Background: an optimization exercise with open tools, aiming at small area, a short achievable clock period and few clock cycles per item. Do not read the settings as production practice.
RTL that was checked went through simulation tests only; none was proved equivalent to the original.
For runs 2 and 3, only the layout was checked, not whether the RTL still works.

==> flow/design.v, too long to show whole: its modules and the start of the top module <==
// module mlp_seq_accel: 837 lines
module mlp_seq_accel (
  input  logic        clk,
  input  logic        reset,
  input  logic        start,
  output logic [9:0]  x_addr,
  input  logic [31:0] x_data,
  output logic [19:0] w_addr,
  input  logic [31:0] w_data,
  output logic        rd_en,
  output logic        busy,
  output logic        done,
  output logic [3:0]  predicted_digit,
  output logic [31:0] max_score
);
  // ...
==> flow/flow/run.sh <==
#!/bin/bash
set -uo pipefail
bash standard.sh SETUP_SLACK_MARGIN=9.0 \
  "CTS_ARGS=-sink_clustering_enable -repair_clock_nets -dont_use_dummy_load -sink_clustering_size 24 -sink_clustering_max_diameter 100" \
  finish > flow_make.log 2>&1
==> flow/standard.sh <==
#!/bin/bash
# synth_recipe.tcl (not shown) runs the flow's synth.tcl, then flattens the netlist and writes it again
# the make line also repeats each setting of config.mk as NAME=value (left out here)
make -C /OpenROAD-flow-scripts/flow DESIGN_CONFIG=/design/flow/config.mk WORK_HOME=/design/flow/orfs CLKGATE_MAP_FILE= SYNTH_SCRIPT=/design/flow/synth_recipe.tcl "${@:-finish}"
==> flow/config.mk <==
export PLATFORM = sky130hd
export DESIGN_NAME = mlp_seq_accel
export DESIGN_NICKNAME = mlp_seq_accel
export VERILOG_FILES = /design/flow/design.v
export SDC_FILE = /design/flow/constraint.sdc
export NUM_CORES = 4
export LEC_CHECK = 0
export CAP_MARGIN = 20
export CORE_MARGIN = 2
export CORE_UTILIZATION = 45
export SLEW_MARGIN = 20
==> flow/constraint.sdc <==
create_clock -name core_clock -period 13.0 [get_ports {clk}]
set_input_delay 2.6000 -clock core_clock [delete_from_list [all_inputs] [get_ports {clk}]]
set_output_delay 2.6000 -clock core_clock [all_outputs]
set_load 0.01 [all_outputs]
==> results.cfg, run 1 <==
[grt]
antenna_found_initial = 4
grt_overflow = 0

[finish]
regArea_mm2 = 0.0282
final_util_pct = 49.1
multi_input_cells = 3412
n_all_buffers = 239
clockNetworkAreaShare_pct = 2.56

[worst_setup_path]
cp_num_cells = 1
critPathKind = flop to output port
cp-startpoint = score_q[6]$_DFFE_PP0P_
critPathArrivalTime_ns = 1.34
r2r-start = a_q[23]$_DFF_P_

[placement]
gp_congestion = 0.901
dp_hpwl_mm = 120

[timing]
tns_ns = 0
rsz0062_at_grt = yes
finalCriticalPeriod_ns = 3.94

[clock_network]
clk_pin_slew_worst_paths_ns = 0.09
cts_resized = 145

[yosys]
yosys_warnings = 2
synth-compound-area-share_pct = 17.4
synthSimpleGateAreaFrac_pct = 6.45
yosysUniqueCellTypes = 93
synth-seq-area-share_pct = 45.6
synth_top_family_by_area = compound AO/OA/AOI/OAI gates

[routing]
avgViaCountPerCell = 5.96
drc = 0

[floorplanning]
fp.dieW_um = 374
row_count = 135

[run_status]
outcome = complete, no violations
Testbench counts, summed over its fixed seeds: cycles 814,328, items 8.
==> run 2, diff against run 1 <==
--- a/flow/design.v
+++ b/flow/design.v
@@ -144,23 +144,23 @@
     i_q  <= i_n;
     wp_q <= wp_n;
     xa_q <= xa_n;
     wa_q <= wa_n;
   end
   logic [31:0] xp_q, a_q, am;
   logic [33:0] a3_q;
   logic [10:0] bs1_q, bs2_q, bs3_q, bs4_q, bneg_q;
-  logic [30:0] act_q;
+  logic [31:0] act_q;
   logic [33:0] wx;
   assign wx = {w_data[31], w_data, 1'b0};
   always_comb begin
     case (tag1_q)
       T_ACC:   am = xp_q;
-      T_RADD:  am = {1'b0, act_q};
+      T_RADD:  am = {1'b0, act_q[30:0]};
       default: am = 32'h0100_0000;
     endcase
   end
   always_ff @(posedge clk) begin
     xp_q <= x_data;
     a_q  <= am;
     a3_q <= {{2{am[31]}}, am} + {am[31], am, 1'b0};
     for (int j = 0; j < 11; j++) begin
@@ -760,17 +760,17 @@
   assign mul_e = {1'b0, 1'b0, 1'b0, 1'b0, 1'b0, 1'b0, 1'b0, 1'b0, 1'b0, 1'b0, pp10[31], 1'b1, 1'b1, pp10[28], 1'b1, 1'b1, pp10[25], hs2_38, hs2_37, fs2_179, fs2_177, fs2_175, fs2_173, fs2_171, fs2_169, fs2_167, fs2_165, fs2_163, fs2_161, fs2_159, fs2_157, fs2_155, fs2_153, fs2_151, fs2_149, fs2_147, fs2_145, fs2_143, fs2_141, fs2_139, fs2_137, fs2_135, fs2_133, fs2_131, fs2_129, fs2_127, fs2_125, fs2_123, fs2_121, fs2_119, fs2_117, fs2_115, fs2_113, fs2_111, fs2_109, fs2_107, fs2_105, hs2_36, hs2_35, bneg_q[4], pp3[2], pp3[1], bneg_q[3], pp2[2], pp2[1], bneg_q[2], 1'b0, 1'b0, bneg_q[1], 1'b0, 1'b0, 1'b0};
   always_ff @(posedge clk) begin
     s_q <= mul_s;
     c_q <= mul_c;
     e_q <= mul_e;
   end
   logic [71:0] acc_q, xin, t3, c3, sum, s2, c2;
   logic [70:0] ring_q [10];
-  logic [31:0] r_out, best_q;
+  logic [31:0] r_out;
   logic [3:0]  bidx_q;
   logic [3:0]  pred_q;
   logic [31:0] score_q;
   logic        take;
   logic        sp_q, sn_q;    
   logic [30:0] act_n;
   logic        co_lo, cya_q, cyr_q;
   logic [71:0] acc_res;
@@ -784,51 +784,49 @@
     sum[71:36] = t3[71:36] + c3[71:36] + {35'd0, f_acc_q & cya_q};
     acc_res = {acc_q[71:36] + {35'd0, cya_q}, acc_q[35:0]};
     if (acc_res[71])          act_n = '0;
     else if (|acc_res[70:55]) act_n = 31'h7FFF_FFFF;
     else                      act_n = acc_res[54:24];
     if (sn_q)      r_out = 32'h8000_0000;
     else if (sp_q) r_out = 32'h7FFF_FFFF;
     else           r_out = ring_q[0][55:24];
-    take = (hs_q == 4'd0) || ($signed(r_out) > $signed(best_q));
+    take = (hs_q == 4'd0) || ($signed(r_out) > $signed(act_q));
   end
   always_ff @(posedge clk) begin
     if (f_accen_q) begin
       acc_q <= sum;
       cya_q <= co_lo;
     end
     cyr_q <= f_ringwr_q & co_lo;
-    if (f_act_q) act_q <= act_n;
+    if (f_act_q) act_q <= {1'b0, act_n};
+    else if (f_eval_q && take) act_q <= r_out;
     for (int r = 0; r < 8; r++) ring_q[r] <= ring_q[r+1];
     ring_q[8] <= {ring_q[9][70:36] + {34'd0, cyr_q}, ring_q[9][35:0]};
     sn_q <= ring_q[1][70] && !(&ring_q[1][69:55]);
     sp_q <= !ring_q[1][70] && (|ring_q[1][69:55]);
     ring_q[9] <= f_ringwr_q ? sum[70:0] : ring_q[0];
-    if (f_eval_q && take) begin
-      best_q <= r_out;
-      bidx_q <= hs_q;
-    end
+    if (f_eval_q && take) bidx_q <= hs_q;
   end
   always_ff @(posedge clk or posedge reset) begin
     if (reset) begin
       busy_q  <= 1'b0;
       done_q  <= 1'b0;
       go_q    <= 1'b0;
       pred_q  <= '0;
       score_q <= '0;
     end else begin
       done_q <= 1'b0;
       go_q   <= accept;
       if (accept) busy_q <= 1'b1;
       if (f_eval_q && hs_q == 4'd9) begin
         busy_q  <= 1'b0;
         done_q  <= 1'b1;
         pred_q  <= take ? hs_q : bidx_q;
-        score_q <= take ? r_out : best_q;
+        score_q <= take ? r_out : act_q;
       end
     end
   end
   assign x_addr          = xa_q;
   assign w_addr          = wa_q;
   assign rd_en           = rd_q;
   assign busy            = busy_q;
   assign done            = done_q;
==> flow/flow/run.sh (replaced) <==
#!/bin/bash
set -uo pipefail
bash standard.sh SETUP_SLACK_MARGIN=9.2 \
  "CTS_ARGS=-sink_clustering_enable -repair_clock_nets -dont_use_dummy_load -sink_clustering_size 24 -sink_clustering_max_diameter 100" \
  finish > flow_make.log 2>&1
==> results.cfg, run 2 <==
[worst_setup_path]
crit_required_ns = 13.58
crit_fanout = 8
critPathKind = flop to flop
critPathArrivalTime_ns = 4.63
startpoint_type = flop
cp-end-kind = flop

[finish]
nets = 6210
largest_register = ring_q
final_common_cell = dfxtp_1
largest_register_ffs = 710
final_util_pct = 49.8
drive_gt1_share_pct = 12.2
n_fill_cell = 12100
reg_top3 = ring_q: 710 flops, acc_q: 72 flops, s_q: 64 flops
mostFrequentLayoutCells = 1049 x dfxtp_1, 501 x inv_1, 376 x a22o_1
syn_to_final_growth_pct = 10.4

[clock_network]
htreeDepth = 3
root_buffer = clkbuf_16
numCtsBuffers = 67
clk_path_buf_depth = 3
cts_tree = yes
clkLatencyLatePin_ns = 0.70
cts_hold_buf = 0
clk_pin_slew_worst_paths_ns = 0.10
clock-sinks = 1287

[timing]
rsz0062_at_grt = yes
slew_viol_final = 0
finClkSkew_ns = 0.0590
setup_ws_ns = 8.95
tns_ns = 0
relSlewSlack_pct = 20.1
fin_crit_sh_pct = 31.1
finalCriticalPeriod_ns = 4.05
finalSetupViolations = 0
hold_violations = 0
max_freq_mhz = 247
worst_pin_slew_ns = 1.20

[placement]
place_ws_ns = 8.39
gp_congestion = 0.941
dp_hpwl_mm = 126
io_buffer_count = 132

[grt]
grtUsageTotal_pct = 26.9
antenna_found_initial = 8
grt_pass1_wl_mm = 278
grt_pass1_vias = 42100
grt_max_degree = 70
grt_overflow = 0

[yosys]
synth-edff-count = 108
synth_common_cells = 1112 x dfxtp_1, 506 x inv_1, 379 x a22o_1
yosysMostFrequentCell = dfxtp_1
synth-seq-area-share_pct = 44.6
synth_area_mm2 = 0.0609
synthTopCellsByArea = dfxtp_1 37%, fa_1 11%, a22o_1 5.4%
synth_top_area_share_pct = 36.5
yosysTopAreaCell = dfxtp_1
syn_inst = 5643
syn-mean-instance-area_um2 = 10.8
yosysUniqueCellTypes = 101
async_flop_share_pct = 5.21
synth_seq_cells = 1287
yosys_warnings = 2
ys.flop_type = dfxtp_1

[floorplanning]
die_y_um = 372
num_io_pins = 136
row_count = 135
fp.dieW_um = 372
start_util_pct = 45.1
dieArea_mm2 = 0.138
core_mm2 = 0.135

[routing]
postRouteWirelength_mm = 191
ant_nets = 0
drt-initial-drc-count = 5156
routed-via-count = 44500
wl_per_cell_um = 26.0
firstDrtPassIters = 9
avgViaCountPerCell = 6.05
drc = 0

[run]
maxCapViolations = 0

[hold_path]
hold_class = flop to flop

[run_status]
outcome = complete, no violations
run 2: changes by cell type in the layout (fill, tap and decap cells not counted), moves of 25 or more:
| cell | before | now |
|---|---|---|
| nand2_1 | 152 | 219 |
| a21oi_1 | 153 | 98 |
| nand3_1 | 126 | 79 |
| buf_2 | 3 | 49 |
| buf_4 | 99 | 140 |
| nor2_1 | 249 | 213 |
| a31oi_1 | 58 | 24 |
| edfxtp_1 | 140 | 108 |
| clkdlybuf4s15_1 | 31 | 0 |
| dlygate4sd2_1 | 29 | 0 |
| o21ai_0 | 177 | 149 |
| buf_6 | 2 | 29 |
| mux2i_1 | 3 | 28 |
run 2: stage by stage:
step	instances	instance area, um2	hold WS [ns]
after CTS	7305	65900	0.294
after floorplan	5645	61000	0.310
final	7356	67200	0.278
after global placement	7207	63600	0.310
after global routing	7356	67200	0.286
after detailed placement	7207	63600	0.312
run 2: routing by layer:
metal,vias to the layer above,track usage (%),wire length [um]
li1,19600,-,-
met4,16,11.5,9020
met2,2493,39.5,81100
met5,-,0.245,128
met3,516,7.78,21000
met1,21900,36.9,80000
run 2: path summary, 6_finish.rpt:
path / startpoint / to / slack [ns] / cells after the start
worst max-delay path: f_radd_q$_DFF_PP0_ / ring_q[9][70]$_DFF_P_ / 8.95 / 13
worst max register to register: f_radd_q$_DFF_PP0_ / ring_q[9][70]$_DFF_P_ / 8.95 / 13
max in group asynchronous: reset / f_radd_q$_DFF_PP0_ / 9.78 / 3
min in group asynchronous: reset / done_q$_DFF_PP0_ / 2.53 / 3
worst min-delay path: ring_q[9][32]$_DFF_P_ / ring_q[8][32]$_DFF_P_ / 0.28 / 0
worst min register to register: ring_q[9][32]$_DFF_P_ / ring_q[8][32]$_DFF_P_ / 0.28 / 0
run 2: critical path, stage by stage (launching register included):
cell and delay (ns):
dfrtp_4 0.54, buf_12 0.17, buf_4 0.16, a22o_1 0.21
fa_1 0.44, ha_1 0.41, a211oi_1 0.35, nor3_1 0.12
a211oi_2 0.31, o2111ai_2 0.22, a22o_4 0.31, a311oi_2 0.27
xnor2_1 0.14, mux2_4 0.27
run 2: final cells by class:
type                            count  area (um2)  area share [%]
Tap cell                         1781        2230            3.31
Clock buffer                       67        1680            2.49
Sequential cell                  1287       27300            40.6
Inverter                          507        1910            2.84
Timing Repair Buffer              296        2550            3.79
Multi-Input combinational cell   3417       31600            47.0
Antenna cell                        1        2.50         0.00372
run 2: timing repair:
item,in CTS,in global routing
setup endpoints to repair,220,247
setup buffers,28,47
cloned,3,3
pin swaps,50,87
gates resized for setup,432,195
run 2: cells by family after synthesis:
kind of cell               count (synthesis)  synth area share (%)
muxes                                    106                  1.88
xor gates and xnor gates                 528                  7.59
buffers and inverters                    942                  5.87
AOI/OAI and AO/OA                       1377                  17.5
DFF                                     1287                  44.6
and+or+nand+nor                          832                  6.71
other                                      1               0.00615
adders and majority gates                570                  15.8
==> run 3, diff against run 2 <==
==> flow/flow/run.sh (replaced) <==
#!/bin/bash
set -uo pipefail
bash standard.sh SETUP_SLACK_MARGIN=9.0 \
  "CTS_ARGS=-sink_clustering_enable -repair_clock_nets -dont_use_dummy_load -sink_clustering_size 24 -sink_clustering_max_diameter 100" \
  finish > flow_make.log 2>&1
==> results.cfg, run 3 <==
[run_status]
outcome = complete, no violations

[grt]
grt_overflow = 0
grt_pass1_wl_mm = 278
grtUsageTotal_pct = 26.9
antenna_found_initial = 9
grt_max_degree = 70
grt_pass1_vias = 42500

[clock_network]
clk_pin_slew_worst_paths_ns = 0.10
root_buffer = clkbuf_16
clk_path_buf_depth = 3
cts_tree = yes
clkLatencyLatePin_ns = 0.72
clock-sinks = 1287
htreeDepth = 3
numCtsBuffers = 67

[finish]
nets = 6156
mostFrequentLayoutCells = 1061 x dfxtp_1, 501 x inv_1, 378 x a22o_1
largest_register = ring_q
drive_gt1_share_pct = 8.39
largest_register_ffs = 710
insertedDiodeCount = 0
syn_to_final_growth_pct = 8.13
reg_top3 = ring_q: 710 flops, acc_q: 72 flops, s_q: 64 flops
final_common_cell = dfxtp_1

[worst_setup_path]
crit_required_ns = 13.39
critPathKind = flop to flop
critPathArrivalTime_ns = 4.49
worst_r2r_endpoint = acc_q[64]$_DFFE_PP_
startpoint_type = flop
crit_fanout = 4
r2r-start = s_q[36]$_DFF_P_
critPathCapture = acc_q[64]$_DFFE_PP_
cp-end-kind = flop
ff2ff_setup_slack_ns = 8.90
rr_worst_depth = 16
cp-startpoint = s_q[36]$_DFF_P_

[timing]
finClkSkew_ns = 0.0764
max_freq_mhz = 244
relSlewSlack_pct = 21.9
worst_pin_slew_ns = 1.17
whs_ns = 0.295
hold_violations = 0
slew_viol_final = 0
finalCriticalPeriod_ns = 4.10
tns_ns = 0
finalSetupViolations = 0
fin_crit_sh_pct = 31.5
setup_ws_ns = 8.90
rsz0062_at_grt = yes

[floorplanning]
num_io_pins = 136
die_y_um = 372
fp.dieW_um = 372
row_count = 135
core_mm2 = 0.135
dieArea_mm2 = 0.138
start_util_pct = 45.1

[yosys]
yosysTopAreaCell = dfxtp_1
yosysMostFrequentCell = dfxtp_1
syn_inst = 5643
yosysUniqueCellTypes = 101
async_flop_share_pct = 5.21
synth_common_cells = 1112 x dfxtp_1, 506 x inv_1, 379 x a22o_1
synth_area_mm2 = 0.0609
yosys_warnings = 2
synth-seq-area-share_pct = 44.6
synth_top_area_share_pct = 36.5
synth_seq_cells = 1287
synth-edff-count = 108
syn-mean-instance-area_um2 = 10.8
ys.flop_type = dfxtp_1
synthTopCellsByArea = dfxtp_1 37%, fa_1 11%, a22o_1 5.4%

[routing]
drc = 0
firstDrtPassIters = 6
postRouteWirelength_mm = 191
avgViaCountPerCell = 6.03
drt-initial-drc-count = 4884
wl_per_cell_um = 26.1
ant_nets = 0
routed-via-count = 44000

[placement]
place_ws_ns = 7.81
gp_congestion = 0.909
dp_hpwl_mm = 127
io_buffer_count = 132

[hold_path]
hold_class = flop to flop

[run]
maxCapViolations = 0
run 3: cell types whose count changed in the layout (fill, tap and decap cells not counted), moves of 16 or more:
cell	delta
buf_4	-41
buf_2	-30
buf_6	-26
dlygate4sd2_1	+26
ha_4	-21
a21oi_1	+18
ha_1	+17
clkdlybuf4s15_1	+16
run 3: logic make-up (layout without fill, tap and decap cells):
family | count (synthesis) | in the layout | share of synthesized area (%)
fa+ha+maj | 570 | 570 | 15.8
buf+inv | 942 | 816 | 5.87
compound gates | 1377 | 1378 | 17.5
mux | 106 | 106 | 1.88
xor+xnor | 528 | 528 | 7.59
other cells | 1 | 3 | 0.00615
flops | 1287 | 1287 | 44.6
simple gates | 832 | 832 | 6.71
run 3: repair_timing:
action / in CTS / in global routing
endpoints found under the setup margin: 229 / 101
setup buffers: 14 / 11
pin swaps: 21 / 32
gates cloned: 0 / 3
hold buffers: 0 / 0
gates resized for setup: 203 / 78
run 3: per-stage QoR:
stage / util (%) / cell area [um2] / cells
4_1_cts: 48.5 / 65400 / 7287
2_1_floorplan: - / 60900 / 5645
3_5_place_dp: 47.1 / 63500 / 7206
3_3_place_gp: 47.1 / 63500 / 7206
6_report: 48.8 / 65900 / 7301
5_1_grt: 48.8 / 65900 / 7301
run 3: worst min-delay path by stage:
| stage | endpoint | slack [ns] | depth (start not counted) | from |
|---|---|---|---|---|
| global placement | ring_q[3][13]$_DFF_P_ | 0.31 | 0 | ring_q[4][13]$_DFF_P_ |
| global route | ring_q[1][46]$_DFF_P_ | 0.30 | 0 | ring_q[2][46]$_DFF_P_ |
| detailed placement | ring_q[1][40]$_DFF_P_ | 0.31 | 0 | ring_q[2][40]$_DFF_P_ |
| floorplan | ring_q[0][0]$_DFF_P_ | 0.31 | 0 | ring_q[1][0]$_DFF_P_ |
| CTS | ring_q[1][46]$_DFF_P_ | 0.29 | 0 | ring_q[2][46]$_DFF_P_ |
| finish | ring_q[1][46]$_DFF_P_ | 0.29 | 0 | ring_q[2][46]$_DFF_P_ |
run 3: critical path: stages, from the launching register on:
cell	delay, ns
dfxtp_2	0.34
inv_2	0.03
fa_1	0.50
fa_1	0.57
inv_2	0.04
fa_2	0.37
inv_2	0.07
fa_2	0.20
nor2b_2	0.05
o31a_1	0.28
o311ai_2	0.29
o2111ai_2	0.23
a22o_4	0.31
buf_6	0.14
o21ai_4	0.15
and3_4	0.21
nor2_2	0.03
run 3: layout make-up:
| type | count | area [um2] |
|---|---|---|
| fillers | 12200 | 69100 |
| multi-input cells | 3417 | 30700 |
| flip-flops and latches | 1287 | 27300 |
| well taps | 1781 | 2230 |
| repair buffers | 242 | 2140 |
| inverters | 507 | 1910 |
| clock buffers | 67 | 1680 |
run 3: metal layers:
layer	track usage, %	routed length [um]	part of all wire (%)	vias up
met3	8.26	20500	11	526
li1	-	-	-	19500
met4	11.6	8970	4.7	10
met5	0	64	0.034	-
met1	35.6	79000	41	21600
met2	40.5	82300	43	2356

-- re-timing with driven ports --
How much do the figures lean on ideal ports? The routed layouts below were timed once more, with nothing changed but the port constraints. Step 1 assumes that a clkbuf_16 drives the clock port and a buf_2 every other input. Step 2 adds t to the input delays and takes it off the output delays; t is the mean of the earliest and latest rising clock arrival at the registers after step 1. Input paths then give back, and output paths get back, about the clock's delay inside the block. Slacks: ideal / step 1 / step 2; pairs: ideal / step 1.
run	t, ns	slack for setup (ns)	worst setup path after step 2	pins driven straight from the clock port
run 1	0.738	9.057 / 8.974 / 8.907	input, reset recovery	1
run 2	0.756	8.955 / 8.955 / 8.955	register to register	1
run 3	0.758	8.900 / 8.900 / 8.900	register to register	1
After both steps setup and hold are still met in every run listed. For run 1, which loses most, drivers alone change the setup slack by -0.083 ns; drivers and shift together by -0.150 ns. Setup slack includes reset recovery checks.
